This design comes from an exercise in tuning for small area, a short achievable clock period and few clock cycles on the open sky130 flow, not from production work.
The RTL was checked by simulation tests, not by an equivalence proof against the original design.
Power is estimated from default activity; no workload was simulated.

$ cat flow/design.v
package aabb_pkg;
	localparam int MAX_SLOTS  = 32;
	localparam int NUM_TYPES  = 11;
	localparam int IDX_W      = (MAX_SLOTS > 1) ? $clog2(MAX_SLOTS) : 1;
	localparam int SLOT_W     = 5;
	localparam int COORD_W    = 16;
	localparam int SIZE_W     = 12;
	localparam int CLASS_W    = 4;
	localparam int EDGE_W     = COORD_W + 1;
	localparam int RULE_LO_W  = 64;
	localparam int RULE_HI_W  = 57;
	localparam int RULE_W     = RULE_LO_W + RULE_HI_W;
	localparam int RULE_IDX_W = $clog2(RULE_W);
	localparam int PADDR_W    = 4;
	localparam int PDATA_W    = 64;
	localparam int CMD_W      = 2 + SLOT_W + 2*COORD_W + 2*SIZE_W + CLASS_W + 1;
	typedef enum logic [1:0] {
		ACT_ADD    = 2'd0,
		ACT_REMOVE = 2'd1,
		ACT_MOVE   = 2'd2,
		ACT_SCAN   = 2'd3
	} action_t;
	typedef enum logic [1:0] {
		KIND_ACK   = 2'd0,
		KIND_EVENT = 2'd1,
		KIND_DONE  = 2'd2
	} kind_t;
	typedef enum logic [2:0] {
		EMIT_ACK   = 3'd0,
		EMIT_ADDED = 3'd1,
		EMIT_FULL  = 3'd2,
		EMIT_EV_A  = 3'd3,
		EMIT_EV_B  = 3'd4,
		EMIT_DONE  = 3'd5
	} emit_t;
	typedef struct packed {
		logic [COORD_W-1:0] left;
		logic [COORD_W-1:0] top;
		logic [SIZE_W-1:0]  width;
		logic [SIZE_W-1:0]  height;
	} rect_t;
	typedef struct packed {
		logic [CLASS_W-1:0] cls;
		logic               listens;
	} attr_t;
	typedef struct packed {
		logic  capture;
		logic  k_clear;
		logic  k_load_slot;
		logic  k_inc;
		logic  rd_slot;
		logic  load_base;
		logic  add_write;
		logic  move_write;
		logic  remove;
		logic  emit;
		emit_t emit_sel;
	} dp_cmd_t;
	typedef struct packed {
		logic [1:0] action;
		logic    slot_in_range;
		logic    slot_ok;
		logic    k_free;
		logic    k_last;
		logic    hit_a;
		logic    hit_b;
	} dp_status_t;
endpackage
import aabb_pkg::*;
module aabb_cfg (
	input  logic               clk,
	input  logic               arst_n,
	input  logic               psel,
	input  logic               penable,
	input  logic               pwrite,
	input  logic [PADDR_W-1:0] paddr,
	input  logic [PDATA_W-1:0] pwdata,
	output logic [PDATA_W-1:0] prdata,
	output logic [RULE_W-1:0]  rules
);
	logic [RULE_LO_W-1:0] rules_lo_q;
	logic [RULE_HI_W-1:0] rules_hi_q;
	logic                 wr_en;
	logic                 sel_hi;
	assign wr_en  = psel & penable & pwrite;
	assign sel_hi = paddr[3];
	always_ff @(posedge clk or negedge arst_n) begin
		if (!arst_n) begin
			rules_lo_q <= '0;
			rules_hi_q <= '0;
		end else if (wr_en) begin
			if (sel_hi) begin
				rules_hi_q <= pwdata[RULE_HI_W-1:0];
			end else begin
				rules_lo_q <= pwdata[RULE_LO_W-1:0];
			end
		end
	end
	assign prdata = sel_hi ? {{(PDATA_W-RULE_HI_W){1'b0}}, rules_hi_q} : rules_lo_q;
	assign rules  = {rules_hi_q, rules_lo_q};
endmodule
import aabb_pkg::*;
module aabb_ctrl (
	input  logic             clk,
	input  logic             arst_n,
	input  logic             cmd_valid,
	output logic             cmd_stall,
	input  logic [CMD_W-1:0] cmd_in,
	output logic             rd_valid,
	input  logic             rd_go,
	output logic [CMD_W-1:0] rd_cmd
);
	logic             rd_valid_q;
	logic [CMD_W-1:0] rd_q;
	logic             rd_load;
	assign rd_load   = ~rd_valid_q | rd_go;
	assign cmd_stall = ~rd_load;
	always_ff @(posedge clk or negedge arst_n) begin
		if (!arst_n) begin
			rd_valid_q <= 1'b0;
		end else if (rd_load) begin
			rd_valid_q <= cmd_valid;
		end
	end
	always_ff @(posedge clk) begin
		if (rd_load) begin
			rd_q <= cmd_in;
		end
	end
	assign rd_valid = rd_valid_q;
	assign rd_cmd   = rd_q;
endmodule
import aabb_pkg::*;
module aabb_dp (
	input  logic                 clk,
	input  logic                 arst_n,
	input  logic                 rd_valid,
	input  logic [CMD_W-1:0]     rd_cmd,
	output logic                 rd_go,
	input  logic [RULE_W-1:0]    rules,
	output logic                 res_valid,
	input  logic                 res_stall,
	output logic [1:0]           kind,
	output logic [SLOT_W-1:0]    slot_a,
	output logic [SLOT_W-1:0]    slot_b,
	output logic                 table_full,
	output logic                 last
);
	localparam int N = MAX_SLOTS;
	function automatic logic [EDGE_W-1:0] ub(input logic [EDGE_W-1:0] v);
		ub = {~v[EDGE_W-1], v[EDGE_W-2:0]};
	endfunction
	function automatic logic [EDGE_W-1:0] lx(input logic [COORD_W-1:0] v);
		lx = {v[COORD_W-1], ~v[COORD_W-1], v[COORD_W-2:0]};
	endfunction
	function automatic logic gt(input logic [EDGE_W-1:0] a, input logic [EDGE_W-1:0] bn);
		logic c;
		c = 1'b0;
		for (int i = 0; i < EDGE_W; i++) begin
			c = (a[i] & bn[i]) | (a[i] & c) | (bn[i] & c);
		end
		gt = c;
	endfunction
	logic [1:0]         r_act;
	logic [SLOT_W-1:0]  r_slot;
	logic [COORD_W-1:0] r_x, r_y;
	logic [SIZE_W-1:0]  r_w, r_h;
	logic [CLASS_W-1:0] r_cls;
	logic               r_lis;
	assign {r_act, r_slot, r_x, r_y, r_w, r_h, r_cls, r_lis} = rd_cmd;
	logic [COORD_W-1:0] t_l [N];
	logic [COORD_W-1:0] t_t [N];
	logic [EDGE_W-1:0]  t_r [N];
	logic [EDGE_W-1:0]  t_b [N];
	logic [CLASS_W-1:0] t_c [N];
	logic               t_s [N];
	logic [N-1:0]       valid_q;
	logic               c_valid_q;
	logic [1:0]         c_act_q;
	logic [SLOT_W-1:0]  c_slot_q;
	logic [SLOT_W-1:0]  c_sa_q;
	logic               c_full_q;
	logic [COORD_W-1:0] b_l_q, b_t_q;
	logic [EDGE_W-1:0]  b_r_q, b_b_q;
	logic [CLASS_W-1:0] b_c_q;
	logic               b_s_q;
	logic               c_go;
	logic               c_load;
	logic               e_valid_q;
	logic               e_scan_q;
	logic [SLOT_W-1:0]  e_base_q;
	logic [SLOT_W-1:0]  e_sa_q;
	logic               e_full_q;
	logic [2*N-1:0]     e_hits_q;
	logic [2*N-1:0]     e_hits_d;
	logic               e_more_q;
	logic               e_more;
	logic               e_emit;
	logic               e_load;
	logic               res_valid_q;
	logic [1:0]         kind_q;
	logic [SLOT_W-1:0]  slot_a_q;
	logic [SLOT_W-1:0]  slot_b_q;
	logic               full_q;
	logic               last_q;
	logic               r_add, r_rem, r_move;
	logic [N-1:0]       free_first;
	logic [SLOT_W-1:0]  free_idx;
	logic               tbl_full;
	logic [EDGE_W-1:0]  w_r, w_b;
	assign r_add  = (r_act == 2'd0);
	assign r_rem  = (r_act == 2'd1);
	assign r_move = (r_act == 2'd2);
	assign free_first = ~valid_q & (valid_q + 1'b1);
	assign tbl_full   = &valid_q;
	always_comb begin
		free_idx = '0;
		for (int i = 0; i < N; i++) begin
			if (free_first[i]) free_idx = free_idx | SLOT_W'(i);
		end
	end
	assign w_r = {r_x[COORD_W-1], r_x} + {{(EDGE_W-SIZE_W){1'b0}}, r_w};
	assign w_b = {r_y[COORD_W-1], r_y} + {{(EDGE_W-SIZE_W){1'b0}}, r_h};
	always_ff @(posedge clk) begin
		for (int i = 0; i < N; i++) begin
			if (rd_go && ((r_add && free_first[i]) ||
				(r_move && valid_q[i] && r_slot == SLOT_W'(i)))) begin
				t_l[i] <= {~r_x[COORD_W-1], r_x[COORD_W-2:0]};
				t_t[i] <= {~r_y[COORD_W-1], r_y[COORD_W-2:0]};
				t_r[i] <= ~ub(w_r);
				t_b[i] <= ~ub(w_b);
			end
			if (rd_go && r_add && free_first[i]) begin
				t_c[i] <= r_cls;
				t_s[i] <= r_lis;
			end
		end
	end
	always_ff @(posedge clk or negedge arst_n) begin
		if (!arst_n) begin
			valid_q <= '0;
		end else if (rd_go) begin
			if (r_add) valid_q <= valid_q | free_first;
			if (r_rem) valid_q[r_slot] <= 1'b0;
		end
	end
	assign rd_go = rd_valid & c_load;
	always_ff @(posedge clk or negedge arst_n) begin
		if (!arst_n) begin
			c_valid_q <= 1'b0;
		end else if (c_load) begin
			c_valid_q <= rd_valid;
		end
	end
	always_ff @(posedge clk) begin
		if (rd_go) begin
			c_act_q  <= r_act;
			c_slot_q <= r_slot;
			c_sa_q   <= (r_add && !tbl_full) ? free_idx : '0;
			c_full_q <= r_add & tbl_full;
			b_l_q    <= t_l[r_slot];
			b_t_q    <= t_t[r_slot];
			b_r_q    <= t_r[r_slot];
			b_b_q    <= t_b[r_slot];
			b_c_q    <= t_c[r_slot];
			b_s_q    <= t_s[r_slot];
		end
	end
	logic               c_scan;
	assign c_scan = (c_act_q == 2'd3) & valid_q[c_slot_q];
	logic [2**CLASS_W-1:0] row, col;
	always_comb begin
		row = '0;
		col = '0;
		for (int n = 0; n < NUM_TYPES; n++) begin
			if (b_c_q == CLASS_W'(n)) begin
				for (int o = 0; o < NUM_TYPES; o++) begin
					row[o] = rules[n*NUM_TYPES + o];
					col[o] = rules[o*NUM_TYPES + n];
				end
			end
		end
	end
	logic [2*N-1:0] hits;
	always_comb begin
		logic ov, live;
		for (int k = 0; k < N; k++) begin
			ov = !(gt(lx(t_l[k]), b_r_q) || gt(lx(t_t[k]), b_b_q) ||
				gt(lx(b_l_q), t_r[k]) || gt(lx(b_t_q), t_b[k]));
			live = c_scan & valid_q[k] & (SLOT_W'(k) > c_slot_q) & ov;
			hits[2*k]   = live & b_s_q & row[t_c[k]];
			hits[2*k+1] = live & t_s[k] & col[t_c[k]];
		end
	end
	logic               out_free;
	logic [2*N-1:0]     h_first;
	logic [5:0]         h_idx;
	assign out_free = ~res_valid_q | ~res_stall;
	assign e_more   = e_more_q;
	assign e_emit   = e_valid_q & out_free;
	assign e_load   = ~e_valid_q | (out_free & ~e_more);
	assign c_go     = c_valid_q & e_load;
	assign c_load   = ~c_valid_q | e_load;
	assign h_first = e_hits_q & (~e_hits_q + 1'b1);
	always_comb begin
		h_idx = '0;
		for (int i = 0; i < 2*N; i++) begin
			if (h_first[i]) h_idx = h_idx | 6'(i);
		end
	end
	always_ff @(posedge clk or negedge arst_n) begin
		if (!arst_n) begin
			e_valid_q <= 1'b0;
		end else if (e_load) begin
			e_valid_q <= c_valid_q;
		end
	end
	always_ff @(posedge clk) begin
		if (c_go) begin
			e_scan_q <= (c_act_q == 2'd3);
			e_base_q <= c_slot_q;
			e_sa_q   <= c_sa_q;
			e_full_q <= c_full_q;
		end
	end
	assign e_hits_d = c_go ? hits : (e_emit ? (e_hits_q & ~h_first) : e_hits_q);
	always_ff @(posedge clk or negedge arst_n) begin
		if (!arst_n) begin
			e_more_q <= 1'b0;
		end else begin
			e_more_q <= |e_hits_d;
		end
	end
	always_ff @(posedge clk) begin
		e_hits_q <= e_hits_d;
	end
	always_ff @(posedge clk or negedge arst_n) begin
		if (!arst_n) begin
			res_valid_q <= 1'b0;
		end else begin
			res_valid_q <= e_emit | (res_valid_q & res_stall);
		end
	end
	always_ff @(posedge clk) begin
		if (e_emit) begin
			if (e_more) begin
				kind_q   <= 2'd1;
				slot_a_q <= h_idx[0] ? h_idx[5:1] : e_base_q;
				slot_b_q <= h_idx[0] ? e_base_q : h_idx[5:1];
				full_q   <= 1'b0;
				last_q   <= 1'b0;
			end else begin
				kind_q   <= e_scan_q ? 2'd2 : 2'd0;
				slot_a_q <= e_sa_q;
				slot_b_q <= '0;
				full_q   <= e_full_q;
				last_q   <= 1'b1;
			end
		end
	end
	assign res_valid  = res_valid_q;
	assign kind       = kind_q;
	assign slot_a     = slot_a_q;
	assign slot_b     = slot_b_q;
	assign table_full = full_q;
	assign last       = last_q;
endmodule
import aabb_pkg::*;
module aabb_pair_collision_scanner (
	input  logic                      clk,
	input  logic                      arst_n,
	input  logic                      cmd_valid,
	output logic                      cmd_stall,
	input  logic [1:0]                action,
	input  logic [SLOT_W-1:0]         slot,
	input  logic signed [COORD_W-1:0] pos_x,
	input  logic signed [COORD_W-1:0] pos_y,
	input  logic [SIZE_W-1:0]         size_w,
	input  logic [SIZE_W-1:0]         size_h,
	input  logic [CLASS_W-1:0]        obj_type,
	input  logic                      has_listener,
	output logic                      res_valid,
	input  logic                      res_stall,
	output logic [1:0]                kind,
	output logic [SLOT_W-1:0]         slot_a,
	output logic [SLOT_W-1:0]         slot_b,
	output logic                      table_full,
	output logic                      last,
	input  logic                      psel,
	input  logic                      penable,
	input  logic                      pwrite,
	input  logic [PADDR_W-1:0]        paddr,
	input  logic [PDATA_W-1:0]        pwdata,
	output logic [PDATA_W-1:0]        prdata,
	output logic                      pready
);
	logic [RULE_W-1:0] rules;
	logic              rd_valid;
	logic              rd_go;
	logic [CMD_W-1:0]  rd_cmd;
	assign pready = 1'b1;
	aabb_cfg u_cfg (
		.clk     (clk),
		.arst_n  (arst_n),
		.psel    (psel),
		.penable (penable),
		.pwrite  (pwrite),
		.paddr   (paddr),
		.pwdata  (pwdata),
		.prdata  (prdata),
		.rules   (rules)
	);
	aabb_ctrl u_ctrl (
		.clk       (clk),
		.arst_n    (arst_n),
		.cmd_valid (cmd_valid),
		.cmd_stall (cmd_stall),
		.cmd_in    ({action, slot, pos_x, pos_y, size_w, size_h, obj_type, has_listener}),
		.rd_valid  (rd_valid),
		.rd_go     (rd_go),
		.rd_cmd    (rd_cmd)
	);
	aabb_dp u_dp (
		.clk        (clk),
		.arst_n     (arst_n),
		.rd_valid   (rd_valid),
		.rd_cmd     (rd_cmd),
		.rd_go      (rd_go),
		.rules      (rules),
		.res_valid  (res_valid),
		.res_stall  (res_stall),
		.kind       (kind),
		.slot_a     (slot_a),
		.slot_b     (slot_b),
		.table_full (table_full),
		.last       (last)
	);
endmodule
$ cat flow/run.sh
#!/bin/bash
# synth_recipe.tcl (not shown) runs the flow's synth.tcl, then flattens the netlist and writes it again
# the make line also repeats each setting of config.mk as NAME=value (left out here)
make -C /OpenROAD-flow-scripts/flow DESIGN_CONFIG=/design/flow/config.mk WORK_HOME=/design/flow/orfs CLKGATE_MAP_FILE= SYNTH_SCRIPT=/design/flow/synth_recipe.tcl finish
$ cat flow/config.mk
export PLATFORM = sky130hd
export DESIGN_NAME = aabb_pair_collision_scanner
export DESIGN_NICKNAME = aabb_pair_collision_scanner
export VERILOG_FILES = /design/flow/design.v
export SDC_FILE = /design/flow/constraint.sdc
export NUM_CORES = 4
export LEC_CHECK = 0
export CAP_MARGIN = 20
export CORE_MARGIN = 2
export CORE_UTILIZATION = 40
export SETUP_SLACK_MARGIN = 5.0
export SLEW_MARGIN = 20
$ cat flow/constraint.sdc
create_clock -name core_clock -period 10.0 [get_ports {clk}]
set_input_delay 2.0000 -clock core_clock [delete_from_list [all_inputs] [get_ports {clk}]]
set_output_delay 2.0000 -clock core_clock [all_outputs]
set_load 0.01 [all_outputs]
==> run summary <==
status timing/DRC/antenna clean; Post-synth EDFFs 2,450; GRT overflow 0; Crit Path Class flip-flop to flip-flop; Final Max Slew Viols 0; XOR/XNOR Fraction of Synth Area 0.1781%; Root Driver clkbuf_16; synthesized flop and latch total 2,672; DRC 0; Max-slew headroom 6.146%; Die Wd 590.7 µm; Critical Path Source u_dp.b_b_q[9]; IO Pins 224; Core Area 342,700 µm²; antenna viol nets, final 0; Die H 590.7 µm; Synth Cell Area 137,700 µm²; DRT Pass-1 Iters 14; port bufs 219; register area share after synthesis 57.23%; Critical Path AT 6.34 ns; clock slew at reported path FFs 0.06 ns; mean area per synthesized cell 11.42 µm²; detailed-placement wirelength estimate 546.8 mm; Worst Setup End Kind flip-flop; Final period util 54.66%; setup_tns 0 ns; Unique masters post-synth 110; r2r startpoint u_dp.b_b_q[9]; WL per Instance 47.46 µm; Cells after Synth 12.06k; commonest register cell after synthesis edfxtp_1; Post-Synth Simple-Gate Area 10.38%; Post-DP Area 146,500 µm²; Max Cap Viol 0; Post-Route WL 807.3 mm; most frequent cells in the layout edfxtp_1 (2,450), a21oi_1 (795), a22oi_1 (783); largest net degree at the start of global routing 77; Synth Area in Compound Gates 24.19%; Die Area 348,900 µm²; Net Count, Synth 12.23k; Worst EP required 10.87 ns; endpoints failing setup 0; initial antenna violation count 83; RSZ-0062 raised after global routing yes; vias 130.1k; most common cell after layout, fill and taps aside edfxtp_1; crit path max fanout 36; starting density of the core 40.18%; Num CTS Buffers 309; Yosys Warn Count 9; maximum vdd drop 0.1587 mV; final hold vios 0; critical path startpoint category flip-flop; global-route usage over all layers 44.06%; number of global-route vias before repair 116.7k; Clock Path Buffers 4; fmax 0.1829 GHz; mux cell area share after synthesis 2.778%; nets@finish 12.33k; ys async rst share 5.913%; PwrDens 215.6 nW/µm²; RD Place Congestion 1.060; largest family of logic cells by synthesized area compound AO/OA/AOI/OAI gates; clk_skew 0.08175 ns; Final min period 5.466 ns; Syn-to-layout area delta 15.85%; post-synthesis adder-cell area fraction 1.916%; TritonCTS clock tree done; leakage power 51.60 nW; CTS sink cnt 2,672; Worst Hold Class flip-flop to flip-flop; first-pass GRT wire length 1052 mm; worst slew pin tran 1.393 ns; Iter 0 DRT Violations 28.80k; start point of the worst hold path u_dp.c_full_q; CTS H-Tree Depth 5; layout cells sized above 1 13.84%; final instance area 159,500 µm²; post-DR vias/cell 7.650; Site Rows 215; clock latency (worst-skew pair) 1.01 ns
-- path summary, 6_finish.rpt --
| path | end | slack [ns] | cells after the start |
|---|---|---|---|
| max reg2reg | u_dp.e_more_q | 4.53 | 14 |
| min in group asynchronous | u_cfg.rules_hi_q[32] | 0.93 | 1 |
| max in group asynchronous | u_cfg.rules_lo_q[15] | 7.70 | 2 |
| min reg2reg | u_dp.e_full_q | 0.43 | 0 |
| max | u_dp.e_more_q | 4.53 | 14 |
| min | u_dp.e_full_q | 0.43 | 0 |
-- sequential cells by signal (all words and copies together), names as in the netlist, 16 cells and up --
signal,cells
u_cfg.rules_hi_q,57
u_dp.b_b_q,17
u_dp.valid_q,32
u_cfg.rules_lo_q,64
u_dp.t_r,544
u_dp.e_hits_q,64
u_dp.t_c,128
u_dp.b_l_q,16
u_dp.b_r_q,17
u_dp.t_s,32
u_ctrl.rd_q,68
u_dp.t_b,544
u_dp.b_t_q,16
u_dp.t_t,512
u_dp.t_l,512
-- worst max-delay path, stage by stage, from the launching register on --
cell,delay (ns)
edfxtp_1,0.41
buf_4,0.28
and2_1,0.36
a22o_1,0.29
maj3_1,0.52
a21oi_1,0.22
nor2b_2,0.20
a31oi_1,0.66
nand4_1,0.84
or4_1,0.92
nand3b_1,0.16
nor4b_1,0.06
nand3_1,0.18
nor3_1,0.07
nand4_1,0.11
-- Yosys cell counts (all sizes together) (61+ instances only) --
| cell | n | area (µm²) |
|---|---|---|
| nor3 | 300 | 1506 |
| a222oi | 212 | 2122 |
| nand3 | 212 | 1061 |
| a22oi | 785 | 5903 |
| inv | 152 | 570.6 |
| buf | 218 | 1040 |
| a2111oi | 61 | 553.0 |
| a31oi | 178 | 1114 |
| a22o | 274 | 2400 |
| mux2 | 185 | 2083 |
| o211ai | 143 | 1074 |
| dfrtp | 158 | 3954 |
| nand4 | 299 | 1871 |
| mux2i | 84 | 840.8 |
| nand2 | 625 | 2346 |
| or2 | 106 | 663.1 |
| a21oi | 808 | 4048 |
| a211oi | 130 | 980.9 |
| nor2b | 66 | 412.9 |
| o21ai | 758 | 3794 |
| clkbuf | 787 | 2954 |
| o22ai | 340 | 2127 |
| a21o | 94 | 705.7 |
| a221oi | 286 | 2505 |
| dfxtp | 64 | 1281 |
| nor2 | 728 | 2733 |
| nand2b | 73 | 456.7 |
| o31ai | 112 | 860.8 |
| o221ai | 77 | 680.7 |
| maj3 | 222 | 2222 |
| nor4 | 92 | 581.8 |
| and2 | 81 | 506.7 |
| o21a | 61 | 457.9 |
| edfxtp | 2450 | 73570 |
-- report_power, final --
group / switching [mW] / internal [mW] / total, mW / leakage [nW]
sequential: 0.521 / 13.0 / 13.5 / 24.6
clock: 4.97 / 6.52 / 11.5 / 4.79
combinational: 6.82 / 2.55 / 9.37 / 22.2
-- layout make-up --
class,count,area (µm²)
Timing Repair inverter,1,7.507
Multi-Input combinational cell,8248,56980
Sequential cell,2672,78810
Inverter,155,596.8
Tap cell,4557,5702
Clock inverter,171,1623
Antenna cell,55,137.6
Timing Repair Buffer,768,7421
Clock buffer,384,8234
Fill cell,31063,183200
-- layer usage --
| metal | wire length (µm) | track usage, % |
|---|---|---|
| met5 | 323 | 0.01353 |
| met4 | 79890 | 34.13 |
| met3 | 121700 | 15.22 |
| met2 | 329600 | 63.02 |
| met1 | 275800 | 54.46 |
-- cells by family after synthesis --
kind of cell               count (synthesis)
AOI/OAI and AO/OA                       4762
and+or+nand+nor                         2870
DFF                                     2672
buffers and inverters                   1160
muxes                                    309
adders and majority gates                254
xor gates and xnor gates                  28
other                                      1
-- metrics by stage --
stage | hold slack, ns | setup WS, ns | instances | total power, mW | util [%]
2_1_floorplan | 0.4003 | 4.620 | 12056 | 17.96 | -
3_3_place_gp | 0.4215 | 2.975 | 16251 | 22.17 | 42.68
3_5_place_dp | 0.4183 | 2.911 | 16258 | 22.22 | 42.74
4_1_cts | 0.4329 | 4.666 | 16888 | 33.63 | 46.06
5_1_grt | 0.4321 | 4.660 | 16965 | 34.81 | 46.51
6_report | 0.4280 | 4.534 | 17011 | 34.39 | 46.54
-- repair_timing --
item / in CTS / in global routing
pin swaps: 25 / 30
resized for setup: 259 / 172
hold buffers: 0 / 0
setup endpoints to repair: 1280 / 904
hold endpoints to repair: 0 / 0
gates cloned: 23 / 13
setup buffers: 52 / 53
Testbench counts, summed over its fixed seeds: cycles 5,287.

## separate check: timing with driven ports
The flow's constraints put no driver on any port. The routed layout listed below was extracted and timed again, unchanged, in two steps. Step 1 sets driving cells, clkbuf_16 on the clock port and buf_2 on the other inputs (assumed; they add their load-dependent delay and slew). Step 2, shift: input delay + t, output delay - t, t = (earliest + latest rising clock arrival at the registers) / 2. This alone moves slack from input paths to output paths. a / b / c = no drivers / after step 1 / after step 2; a / b = the first two.
shift t [ns]: 1.067
setup slack, ns: 4.534 / 4.534 / 3.750
worst hold slack (ns): 0.428 / 0.428 / 0.428
slew at the worst register clock pin (ns): 0.07 / 0.07
After both steps setup and hold are still met in this run. For this run, drivers alone change the setup slack by 0.000 ns; drivers and shift together by -0.784 ns.
